From an optimization exercise on the open Yosys and OpenROAD flow, aimed at small area; shortcuts taken in it are not production practice. Only simulation tests tie the RTL to the original design; equivalence was not proved. Power and IR drop assume default switching activity. No driver is modelled on the clock port, so clocking that relies on it looks cheaper here than on a real chip.

==> module fp_rf_ao22, before the edit <==
module fp_rf_ao22 (
  input  logic a0, b0, a1, b1,
  output logic y
);
  assign y = (a0 & b0) | (a1 & b1);
endmodule
==> module fp_rf_nand2, before the edit <==
module fp_rf_nand2 (
  input  logic a, b,
  output logic y
);
  assign y = ~(a & b);
endmodule
==> module fp_rf_or4, before the edit <==
module fp_rf_or4 (
  input  logic a, b, c, d,
  output logic y
);
  assign y = a | b | c | d;
endmodule
==> module fp_rf_rdbit, before the edit <==
module fp_rf_rdbit (
  input  logic [31:0] i_sel,
  input  logic [31:0] i_bit,
  output logic        o_bit
);
  logic [9:0] w_n;
  logic [3:0] w_p;
  for (genvar g = 0; g < 10; g++) begin : g_aoi
    fp_rf_aoi222 u_aoi (
      .a0 (i_sel[3*g]),   .b0 (i_bit[3*g]),
      .a1 (i_sel[3*g+1]), .b1 (i_bit[3*g+1]),
      .a2 (i_sel[3*g+2]), .b2 (i_bit[3*g+2]),
      .y  (w_n[g])
    );
  end
  fp_rf_nand4 u_p0 (.a(w_n[0]), .b(w_n[1]), .c(w_n[2]), .d(w_n[3]), .y(w_p[0]));
  fp_rf_nand4 u_p1 (.a(w_n[4]), .b(w_n[5]), .c(w_n[6]), .d(w_n[7]), .y(w_p[1]));
  fp_rf_nand2 u_p2 (.a(w_n[8]), .b(w_n[9]), .y(w_p[2]));
  fp_rf_ao22  u_p3 (
    .a0 (i_sel[30]), .b0 (i_bit[30]),
    .a1 (i_sel[31]), .b1 (i_bit[31]),
    .y  (w_p[3])
  );
  fp_rf_or4   u_o  (.a(w_p[0]), .b(w_p[1]), .c(w_p[2]), .d(w_p[3]), .y(o_bit));
endmodule
clock: 8.0 ns
lec_check: 0
cap_margin: 20
core_margin: 2
core_utilization: 50
cts_buf_list: sky130_fd_sc_hd__clkbuf_16
cts_cluster_diameter: 70
cts_cluster_size: 25
slew_margin: 20
synth_hierarchical: 1
synth_minimum_keep_size: 0
standard.sh (not shown) runs the stock make flow with config.mk's settings and CLKGATE_MAP_FILE= SYNTH_SCRIPT=/design/flow/synth_recipe.tcl, a recipe that flattens the netlist after the stock synthesis.
==> flow/flow/run.sh <==
#!/bin/bash
# Layout flow: the standard ORFS flow (standard.sh), with two changes passed to ORFS
# through its own variables:
#  - the port buffers are buf_1 cells instead of the buffer buffer_ports picks by default;
#  - clock tree synthesis clusters sinks under clkbuf_16 buffers without dummy loads.
# make's full output goes to standard.log here; ORFS writes each step's log under orfs/logs.
set -euo pipefail
export BUFFER_PORTS_ARGS="-buffer_cell sky130_fd_sc_hd__buf_1"
export CTS_ARGS="-sink_clustering_enable -repair_clock_nets -dont_use_dummy_load -buf_list sky130_fd_sc_hd__clkbuf_16 -sink_clustering_size 30 -sink_clustering_max_diameter 100"
bash standard.sh > standard.log 2>&1
The first run ran to the end with no violations.
Edit:
--- a/flow/design.v
+++ b/flow/design.v
@@ -5,18 +5,12 @@
 endpackage
 module fp_rf_aoi222 (
   input  logic a0, b0, a1, b1, a2, b2,
   output logic y
 );
   assign y = ~((a0 & b0) | (a1 & b1) | (a2 & b2));
-endmodule
-module fp_rf_ao22 (
-  input  logic a0, b0, a1, b1,
-  output logic y
-);
-  assign y = (a0 & b0) | (a1 & b1);
 endmodule
 module fp_rf_and3 (
   input  logic a, b, c,
   output logic y
 );
   assign y = a & b & c;
@@ -30,48 +24,49 @@
 module fp_rf_nand4 (
   input  logic a, b, c, d,
   output logic y
 );
   assign y = ~(a & b & c & d);
 endmodule
-module fp_rf_nand2 (
+module fp_rf_nor2 (
   input  logic a, b,
   output logic y
 );
-  assign y = ~(a & b);
+  assign y = ~(a | b);
 endmodule
-module fp_rf_or4 (
-  input  logic a, b, c, d,
+module fp_rf_tail (
+  input  logic q, n0, n1, a0, b0, a1, b1,
   output logic y
 );
-  assign y = a | b | c | d;
+  assign y = ~(q & n0 & n1 & ~((a0 & b0) | (a1 & b1)));
 endmodule
 module fp_rf_rdbit (
   input  logic [31:0] i_sel,
   input  logic [31:0] i_bit,
   output logic        o_bit
 );
   logic [9:0] w_n;
-  logic [3:0] w_p;
+  logic [1:0] w_p;
+  logic       w_q;
   for (genvar g = 0; g < 10; g++) begin : g_aoi
     fp_rf_aoi222 u_aoi (
       .a0 (i_sel[3*g]),   .b0 (i_bit[3*g]),
       .a1 (i_sel[3*g+1]), .b1 (i_bit[3*g+1]),
       .a2 (i_sel[3*g+2]), .b2 (i_bit[3*g+2]),
       .y  (w_n[g])
     );
   end
   fp_rf_nand4 u_p0 (.a(w_n[0]), .b(w_n[1]), .c(w_n[2]), .d(w_n[3]), .y(w_p[0]));
   fp_rf_nand4 u_p1 (.a(w_n[4]), .b(w_n[5]), .c(w_n[6]), .d(w_n[7]), .y(w_p[1]));
-  fp_rf_nand2 u_p2 (.a(w_n[8]), .b(w_n[9]), .y(w_p[2]));
-  fp_rf_ao22  u_p3 (
+  fp_rf_nor2  u_q  (.a(w_p[0]), .b(w_p[1]), .y(w_q));
+  fp_rf_tail  u_o  (
+    .q  (w_q), .n0 (w_n[8]), .n1 (w_n[9]),
     .a0 (i_sel[30]), .b0 (i_bit[30]),
     .a1 (i_sel[31]), .b1 (i_bit[31]),
-    .y  (w_p[3])
+    .y  (o_bit)
   );
-  fp_rf_or4   u_o  (.a(w_p[0]), .b(w_p[1]), .c(w_p[2]), .d(w_p[3]), .y(o_bit));
 endmodule
 module fp_writeback (
   input  logic        i_clk,
   input  logic        i_rst,
   input  logic        i_valid,
   output logic        o_ready,
What happened:
- cell count grows slightly
- wire length grows by a few percent
- die area shrinks slightly
- power is about the same
- hold slack barely changes
- synthesized cell count is unchanged
- count of clock-buffer cells in the layout is unchanged
- design area is about the same
- core utilization grows by 0.77 points
- non-clock buffer count grows by 34
- sequential power stays flat

* * *

The RTL this note starts from:
==> flow/design.v <==
package fp_writeback_pkg;
  localparam logic [1:0] STATUS_OK  = 2'b00;
  localparam logic [1:0] STATUS_EXC = 2'b10;
  localparam logic [1:0] STATUS_EOF = 2'b11;
endpackage
module fp_rf_aoi222 (
  input  logic a0, b0, a1, b1, a2, b2,
  output logic y
);
  assign y = ~((a0 & b0) | (a1 & b1) | (a2 & b2));
endmodule
module fp_rf_ao22 (
  input  logic a0, b0, a1, b1,
  output logic y
);
  assign y = (a0 & b0) | (a1 & b1);
endmodule
module fp_rf_nand4 (
  input  logic a, b, c, d,
  output logic y
);
  assign y = ~(a & b & c & d);
endmodule
module fp_rf_nand2 (
  input  logic a, b,
  output logic y
);
  assign y = ~(a & b);
endmodule
module fp_rf_or4 (
  input  logic a, b, c, d,
  output logic y
);
  assign y = a | b | c | d;
endmodule
module fp_rf_rdbit (
  input  logic [31:0] i_sel,
  input  logic [31:0] i_bit,
  output logic        o_bit
);
  logic [9:0] w_n;
  logic [3:0] w_p;
  for (genvar g = 0; g < 10; g++) begin : g_aoi
    fp_rf_aoi222 u_aoi (
      .a0 (i_sel[3*g]),   .b0 (i_bit[3*g]),
      .a1 (i_sel[3*g+1]), .b1 (i_bit[3*g+1]),
      .a2 (i_sel[3*g+2]), .b2 (i_bit[3*g+2]),
      .y  (w_n[g])
    );
  end
  fp_rf_nand4 u_p0 (.a(w_n[0]), .b(w_n[1]), .c(w_n[2]), .d(w_n[3]), .y(w_p[0]));
  fp_rf_nand4 u_p1 (.a(w_n[4]), .b(w_n[5]), .c(w_n[6]), .d(w_n[7]), .y(w_p[1]));
  fp_rf_nand2 u_p2 (.a(w_n[8]), .b(w_n[9]), .y(w_p[2]));
  fp_rf_ao22  u_p3 (
    .a0 (i_sel[30]), .b0 (i_bit[30]),
    .a1 (i_sel[31]), .b1 (i_bit[31]),
    .y  (w_p[3])
  );
  fp_rf_or4   u_o  (.a(w_p[0]), .b(w_p[1]), .c(w_p[2]), .d(w_p[3]), .y(o_bit));
endmodule
module fp_writeback (
  input  logic        i_clk,
  input  logic        i_rst,
  input  logic        i_valid,
  output logic        o_ready,
  input  logic [31:0] i_result,
  input  logic        i_exception,
  input  logic [4:0]  i_rd,
  input  logic        i_eof,
  input  logic [4:0]  i_rs1_addr,
  input  logic [4:0]  i_rs2_addr,
  output logic [31:0] o_rs1_data,
  output logic [31:0] o_rs2_data,
  output logic        o_status_valid,
  output logic [1:0]  o_status,
  output logic        o_halt,
  output logic [15:0] o_retired
);
  logic [31:0] r_wdata;
  logic [4:0]  r_wrd;
  logic        r_we;
  logic        r_status_valid;
  logic [1:0]  r_status;
  logic        r_halt;
  logic [15:0] r_retired;
  logic        w_transfer;
  logic [31:0] r_mem [32];
  logic [31:0] r_empty;
  assign w_transfer = i_valid && !r_halt;
  always_ff @(posedge i_clk) begin
    r_wdata <= i_result;
    r_wrd   <= i_rd;
  end
  always_ff @(posedge i_clk) begin
    if (i_rst) begin
      r_we           <= 1'b0;
      r_status_valid <= 1'b0;
      r_status       <= fp_writeback_pkg::STATUS_OK;
      r_halt         <= 1'b0;
      r_retired      <= '0;
    end else begin
      r_we           <= w_transfer && !i_exception;
      r_status_valid <= w_transfer;
      if (w_transfer) begin
        r_status <= i_exception ? fp_writeback_pkg::STATUS_EXC :
                    i_eof       ? fp_writeback_pkg::STATUS_EOF : fp_writeback_pkg::STATUS_OK;
        if (i_exception || i_eof) r_halt <= 1'b1;
      end
      if (r_we && (r_retired != 16'hFFFF)) r_retired <= r_retired + 16'd1;
    end
  end
  for (genvar gi = 0; gi < 32; gi++) begin : g_row
    always_ff @(posedge i_clk) begin
      if (r_we && (r_wrd == 5'(gi))) r_mem[gi] <= r_wdata;
    end
  end
  always_ff @(posedge i_clk) begin
    if (i_rst) r_empty <= '1;
    else if (r_we) r_empty[r_wrd] <= 1'b0;
  end
  logic [31:0] w_sel1, w_sel2;
  always_comb begin
    for (int i = 0; i < 32; i++) begin
      w_sel1[i] = !r_empty[i] && (i_rs1_addr == 5'(i));
      w_sel2[i] = !r_empty[i] && (i_rs2_addr == 5'(i));
    end
  end
  for (genvar gb = 0; gb < 32; gb++) begin : g_rd
    logic [31:0] w_col;
    for (genvar gr = 0; gr < 32; gr++) begin : g_col
      assign w_col[gr] = r_mem[gr][gb];
    end
    fp_rf_rdbit u_rd1 (.i_sel(w_sel1), .i_bit(w_col), .o_bit(o_rs1_data[gb]));
    fp_rf_rdbit u_rd2 (.i_sel(w_sel2), .i_bit(w_col), .o_bit(o_rs2_data[gb]));
  end
  assign o_status_valid = r_status_valid && !i_rst;
  assign o_status       = r_status;
  assign o_halt         = r_halt;
  assign o_retired      = r_retired;
  assign o_ready        = !r_halt;
endmodule
==> flow/config.mk <==
export PLATFORM = sky130hd
export DESIGN_NAME = fp_writeback
export DESIGN_NICKNAME = fp_writeback
export VERILOG_FILES = /design/flow/design.v
export SDC_FILE = /design/flow/constraint.sdc
export NUM_CORES = 4
export LEC_CHECK = 0
export CAP_MARGIN = 20
export CORE_MARGIN = 2
export CORE_UTILIZATION = 50
export CTS_BUF_LIST = sky130_fd_sc_hd__clkbuf_16
export CTS_CLUSTER_DIAMETER = 70
export CTS_CLUSTER_SIZE = 25
export SLEW_MARGIN = 20
export SYNTH_HIERARCHICAL = 1
export SYNTH_MINIMUM_KEEP_SIZE = 0
==> flow/constraint.sdc <==
create_clock -name core_clock -period 8.0 [get_ports {i_clk}]
set_input_delay 1.6000 -clock core_clock [delete_from_list [all_inputs] [get_ports {i_clk}]]
set_output_delay 1.6000 -clock core_clock [all_outputs]
set_load 0.01 [all_outputs]
==> flow/flow/run.sh <==
#!/bin/bash
# Layout flow: the standard ORFS flow (standard.sh), with two changes passed to ORFS
# through its own variables:
#  - the port buffers are buf_1 cells instead of the buffer buffer_ports picks by default;
#  - clock tree synthesis clusters sinks under clkbuf_16 buffers without dummy loads.
# make's full output goes to standard.log here; ORFS writes each step's log under orfs/logs.
set -euo pipefail
export BUFFER_PORTS_ARGS="-buffer_cell sky130_fd_sc_hd__buf_1"
export CTS_ARGS="-sink_clustering_enable -repair_clock_nets -dont_use_dummy_load -buf_list sky130_fd_sc_hd__clkbuf_16 -sink_clustering_size 30 -sink_clustering_max_diameter 70"
bash standard.sh > standard.log 2>&1
==> next run, changes <==
--- a/flow/design.v
+++ b/flow/design.v
@@ -12,10 +12,22 @@
 module fp_rf_ao22 (
   input  logic a0, b0, a1, b1,
   output logic y
 );
   assign y = (a0 & b0) | (a1 & b1);
+endmodule
+module fp_rf_and3 (
+  input  logic a, b, c,
+  output logic y
+);
+  assign y = a & b & c;
+endmodule
+module fp_rf_and2 (
+  input  logic a, b,
+  output logic y
+);
+  assign y = a & b;
 endmodule
 module fp_rf_nand4 (
   input  logic a, b, c, d,
   output logic y
 );
@@ -83,11 +95,11 @@
   logic [1:0]  r_status;
   logic        r_halt;
   logic [15:0] r_retired;
   logic        w_transfer;
   logic [31:0] r_mem [32];
-  logic [31:0] r_empty;
+  logic [31:0] r_valid;
   assign w_transfer = i_valid && !r_halt;
   always_ff @(posedge i_clk) begin
     r_wdata <= i_result;
     r_wrd   <= i_rd;
   end
@@ -107,24 +119,35 @@
         if (i_exception || i_eof) r_halt <= 1'b1;
       end
       if (r_we && (r_retired != 16'hFFFF)) r_retired <= r_retired + 16'd1;
     end
   end
-  for (genvar gi = 0; gi < 32; gi++) begin : g_row
-    always_ff @(posedge i_clk) begin
-      if (r_we && (r_wrd == 5'(gi))) r_mem[gi] <= r_wdata;
+  logic [3:0] w_wlo, w_lo1, w_lo2;
+  logic [7:0] w_whi, w_hi1, w_hi2;
+  always_comb begin
+    for (int k = 0; k < 4; k++) begin
+      w_wlo[k] = (r_wrd[1:0] == 2'(k));
+      w_lo1[k] = (i_rs1_addr[1:0] == 2'(k));
+      w_lo2[k] = (i_rs2_addr[1:0] == 2'(k));
+    end
+    for (int k = 0; k < 8; k++) begin
+      w_whi[k] = r_we && (r_wrd[4:2] == 3'(k));
+      w_hi1[k] = (i_rs1_addr[4:2] == 3'(k));
+      w_hi2[k] = (i_rs2_addr[4:2] == 3'(k));
     end
   end
-  always_ff @(posedge i_clk) begin
-    if (i_rst) r_empty <= '1;
-    else if (r_we) r_empty[r_wrd] <= 1'b0;
-  end
-  logic [31:0] w_sel1, w_sel2;
-  always_comb begin
-    for (int i = 0; i < 32; i++) begin
-      w_sel1[i] = !r_empty[i] && (i_rs1_addr == 5'(i));
-      w_sel2[i] = !r_empty[i] && (i_rs2_addr == 5'(i));
+  logic [31:0] w_we, w_sel1, w_sel2;
+  for (genvar gi = 0; gi < 32; gi++) begin : g_row
+    fp_rf_and2 u_we   (.a(w_wlo[gi % 4]), .b(w_whi[gi / 4]), .y(w_we[gi]));
+    fp_rf_and3 u_sel1 (.a(r_valid[gi]), .b(w_lo1[gi % 4]), .c(w_hi1[gi / 4]), .y(w_sel1[gi]));
+    fp_rf_and3 u_sel2 (.a(r_valid[gi]), .b(w_lo2[gi % 4]), .c(w_hi2[gi / 4]), .y(w_sel2[gi]));
+    always_ff @(posedge i_clk) begin
+      if (w_we[gi]) r_mem[gi] <= r_wdata;
+    end
+    always_ff @(posedge i_clk) begin
+      if (i_rst) r_valid[gi] <= 1'b0;
+      else if (w_we[gi]) r_valid[gi] <= 1'b1;
     end
   end
   for (genvar gb = 0; gb < 32; gb++) begin : g_rd
     logic [31:0] w_col;
     for (genvar gr = 0; gr < 32; gr++) begin : g_col
After rerunning: Via count fell by a few percent; worst setup slack got worse by 190 ps; maximum frequency fell by a few percent; die area fell slightly; routed wire length fell by a few percent; clock-buffer cell count stays the same; power barely changes; area after synthesis fell slightly.

==> port drivers added, routing unchanged <==
In the flow no input, the clock included, has a driving cell. The finished layouts below were timed again as built, in two steps. Step 1 (the two cells are an assumption about what drives the block):
set clk [get_ports {i_clk}]
set_driving_cell -lib_cell sky130_fd_sc_hd__clkbuf_16 $clk
set_driving_cell -lib_cell sky130_fd_sc_hd__buf_2 [delete_from_list [all_inputs] $clk]
Step 2 times the ports against the registers' clock, not the clock port: input delays grow and output delays shrink by t, the midpoint of the rising clock arrivals with the driver on. Slacks: no drivers / after step 1 / after step 2; pairs: no drivers / after step 1.
run	shift t [ns]	slack for setup (ns)	worst setup path after step 2	latest minus earliest clock arrival (ns)	worst register clock-pin slew, ns
the first run of note 1	0.694	1.770 / 1.744 / 1.744	input to output	0.040 / 0.040	0.12 / 0.12
the second run of note 1	0.679	1.756 / 1.727 / 1.727	input to output	0.049 / 0.049	0.12 / 0.12
the first run of note 2	0.700	1.944 / 1.910 / 1.910	input to output	0.078 / 0.077	0.12 / 0.12
the second run of note 2	0.719	1.758 / 1.732 / 1.732	input to output	0.067 / 0.066	0.11 / 0.11
After both steps setup and hold are still met in every run listed. For the first run of note 2, which loses most, drivers alone change the setup slack by -0.034 ns; drivers and shift together by -0.034 ns.
